Background: an optimization exercise with open tools, aiming at small area, a short achievable clock period and few clock cycles per item. Do not read the settings as production practice.
The RTL was checked by simulation tests, not by an equivalence proof against the original design.

// mdu
module mdu (
   input  logic        clk,
   input  logic        rst_n,
   input  logic        start,
   input  logic [3:0]  opMDU,
   input  logic [31:0] SrcA,
   input  logic [31:0] SrcB,
   output logic        busy,
   output logic        stall_req,
   output logic [31:0] HI,
   output logic [31:0] LO
);
export LEC_CHECK = 0
export ABC_AREA = 1
export CAP_MARGIN = 20
export CORE_MARGIN = 2
export CORE_UTILIZATION = 75
export SLEW_MARGIN = 20
create_clock -name core_clock -period 105.0 [get_ports {clk}]
standard.sh (not shown) runs the stock make flow with config.mk's settings and CLKGATE_MAP_FILE= SYNTH_SCRIPT=/design/flow/synth_recipe.tcl, a recipe that flattens the netlist after the stock synthesis.
==> flow/flow/run.sh <==
#!/bin/bash
# The standard layout (standard.sh: ORFS synthesis to finish) with two
# changes: the port buffers are sky130_fd_sc_hd__buf_1 instead of the default
# delay-buffer cell (every input and output port still gets its own buffer),
# and timing repair aims at a 63 ns setup slack margin, so that it works on
# the one path (start/opMDU to stall_req) that sets the achieved period.
set -euo pipefail
bash standard.sh 'BUFFER_PORTS_ARGS=-buffer_cell sky130_fd_sc_hd__buf_1' 'SETUP_SLACK_MARGIN=63' finish > standard_flow.log 2>&1
The starting point completed without violations.
Testbench counts at the start, summed over its fixed seeds: cycles 21,684, items 12,000.
Rerun with:
==> flow/flow/run.sh (replaced) <==
#!/bin/bash
# The standard layout (standard.sh: ORFS synthesis to finish), except that the
# port buffers are sky130_fd_sc_hd__buf_1 instead of the default delay-buffer
# cell: every input and output port still gets its own buffer.
set -euo pipefail
bash standard.sh 'BUFFER_PORTS_ARGS=-buffer_cell sky130_fd_sc_hd__buf_1' finish > standard_flow.log 2>&1
Settings changed: CAP_MARGIN 20 to 0, CORE_UTILIZATION 75 to 40, SLEW_MARGIN 20 to 0.
Effect:
- The new run went through all stages and came out clean
- first-iteration DRC count falls by 45%
- synthesized cell count does not change
- register-to-register slack improved by 0.45 ns
- cell count rises by 11%
- routed wire length rises by 5.4%
- design area rises by 2.0%
- worst setup slack got worse by 0.36 ns

========
mdu again, from the RTL that the note above started with.
Settings: LEC_CHECK=0, ABC_AREA=1, CAP_MARGIN=20, CORE_MARGIN=2, CORE_UTILIZATION=60, SLEW_MARGIN=20; clock period 105.0 ns.
==> flow/flow/run.sh <==
#!/bin/bash
# The standard layout (standard.sh: ORFS synthesis to finish) with two
# changes: the port buffers are sky130_fd_sc_hd__buf_1 instead of the default
# delay-buffer cell (every input and output port still gets its own buffer),
# and timing repair aims at a 63 ns setup slack margin, so that it works on
# the one path (start/opMDU to stall_req) that sets the achieved period.
set -euo pipefail
bash standard.sh 'BUFFER_PORTS_ARGS=-buffer_cell sky130_fd_sc_hd__buf_1' 'SETUP_SLACK_MARGIN=63' finish > standard_flow.log 2>&1
Testbench counts at the start, summed over its fixed seeds: cycles 21,684, items 12,000.
Then changed:
==> flow/flow/run.sh (replaced) <==
#!/bin/bash
# The standard layout (standard.sh: ORFS synthesis to finish) with two
# changes: the port buffers are sky130_fd_sc_hd__buf_1 instead of the default
# delay-buffer cell (every input and output port still gets its own buffer),
# and global placement is not timing driven; the buffers that synthesis (ABC)
# left in the netlist are removed after the floorplan instead, as the
# timing-driven placement step would do.
set -euo pipefail
bash standard.sh floorplan > standard_floorplan.log 2>&1
R=orfs/results/sky130hd/mdu/base
cat > remove_buffers.tcl <<EOT
read_db $R/2_floorplan.odb
read_liberty $FLOW_HOME/platforms/sky130hd/lib/sky130_fd_sc_hd__tt_025C_1v80.lib
remove_buffers
write_db $R/2_floorplan.odb
EOT
openroad -no_init -exit remove_buffers.tcl > remove_buffers.log 2>&1
bash standard.sh 'BUFFER_PORTS_ARGS=-buffer_cell sky130_fd_sc_hd__buf_1' 'GPL_TIMING_DRIVEN=0' finish > standard_flow.log 2>&1
- CORE_UTILIZATION: 60 -> 40
- global-route usage goes down by 16 points
- flip-flop and latch count does not change
- via count goes down by a few percent
- non-clock buffer count goes down by 26
- first-iteration DRC count goes down by about a fifth
- cell area goes up by a few percent
- setup slack degrades by 0.44 ns
- fmax goes down slightly
- clock-buffer cell count does not change
Then changed:
==> flow/flow/run.sh (replaced) <==
#!/bin/bash
# The standard layout (standard.sh: ORFS synthesis to finish), except that the
# port buffers are sky130_fd_sc_hd__buf_1 instead of the default delay-buffer
# cell: every input and output port still gets its own buffer.
set -euo pipefail
bash standard.sh 'BUFFER_PORTS_ARGS=-buffer_cell sky130_fd_sc_hd__buf_1' finish > standard_flow.log 2>&1
- CORE_UTILIZATION: 40 -> 60
The new run went through all stages and came out clean.
Global-route usage went up by 16 points.
Setup slack improves by 0.057 ns.
Fmax barely changes.
Final cell count shrinks by a few percent.
Synthesized cell count is unchanged.
Clock-buffer cell count came out higher by 1.

[what the ideal ports hide]
In the flow no input, the clock included, has a driving cell. The finished layouts below were timed again as built, in two steps.
Step 1, drivers: a clkbuf_16 drives clk and a buf_2 each remaining input, both assumed.
Step 2 moves the port delays by t, midway between the first and last clock arrival at a register: inputs arrive t later, outputs are due t later. That takes back most of the time a late clock gives input paths.
a / b / c = ideal ports / drivers / drivers and shift; a / b = the first two.
| run | t, ns | slack for setup (ns) | clock arrival spread, ns |
|---|---|---|---|
| the first run of note 1 | 0.573 | 62.317 / 62.233 / 62.233 | 0.015 / 0.015 |
| the second run of note 1 | 0.587 | 61.955 / 61.932 / 61.932 | 0.026 / 0.025 |
| the first run of note 2 | 0.579 | 62.340 / 62.291 / 62.291 | 0.028 / 0.029 |
| the second run of note 2 | 0.584 | 61.895 / 61.867 / 61.867 | 0.020 / 0.020 |
| the third run of note 2 | 0.573 | 61.952 / 61.929 / 61.929 | 0.036 / 0.036 |
After both steps every run listed still meets setup and hold. The setup slack of the first run of note 1, which loses most, moves by -0.084 ns with the drivers and by -0.084 ns with both steps.
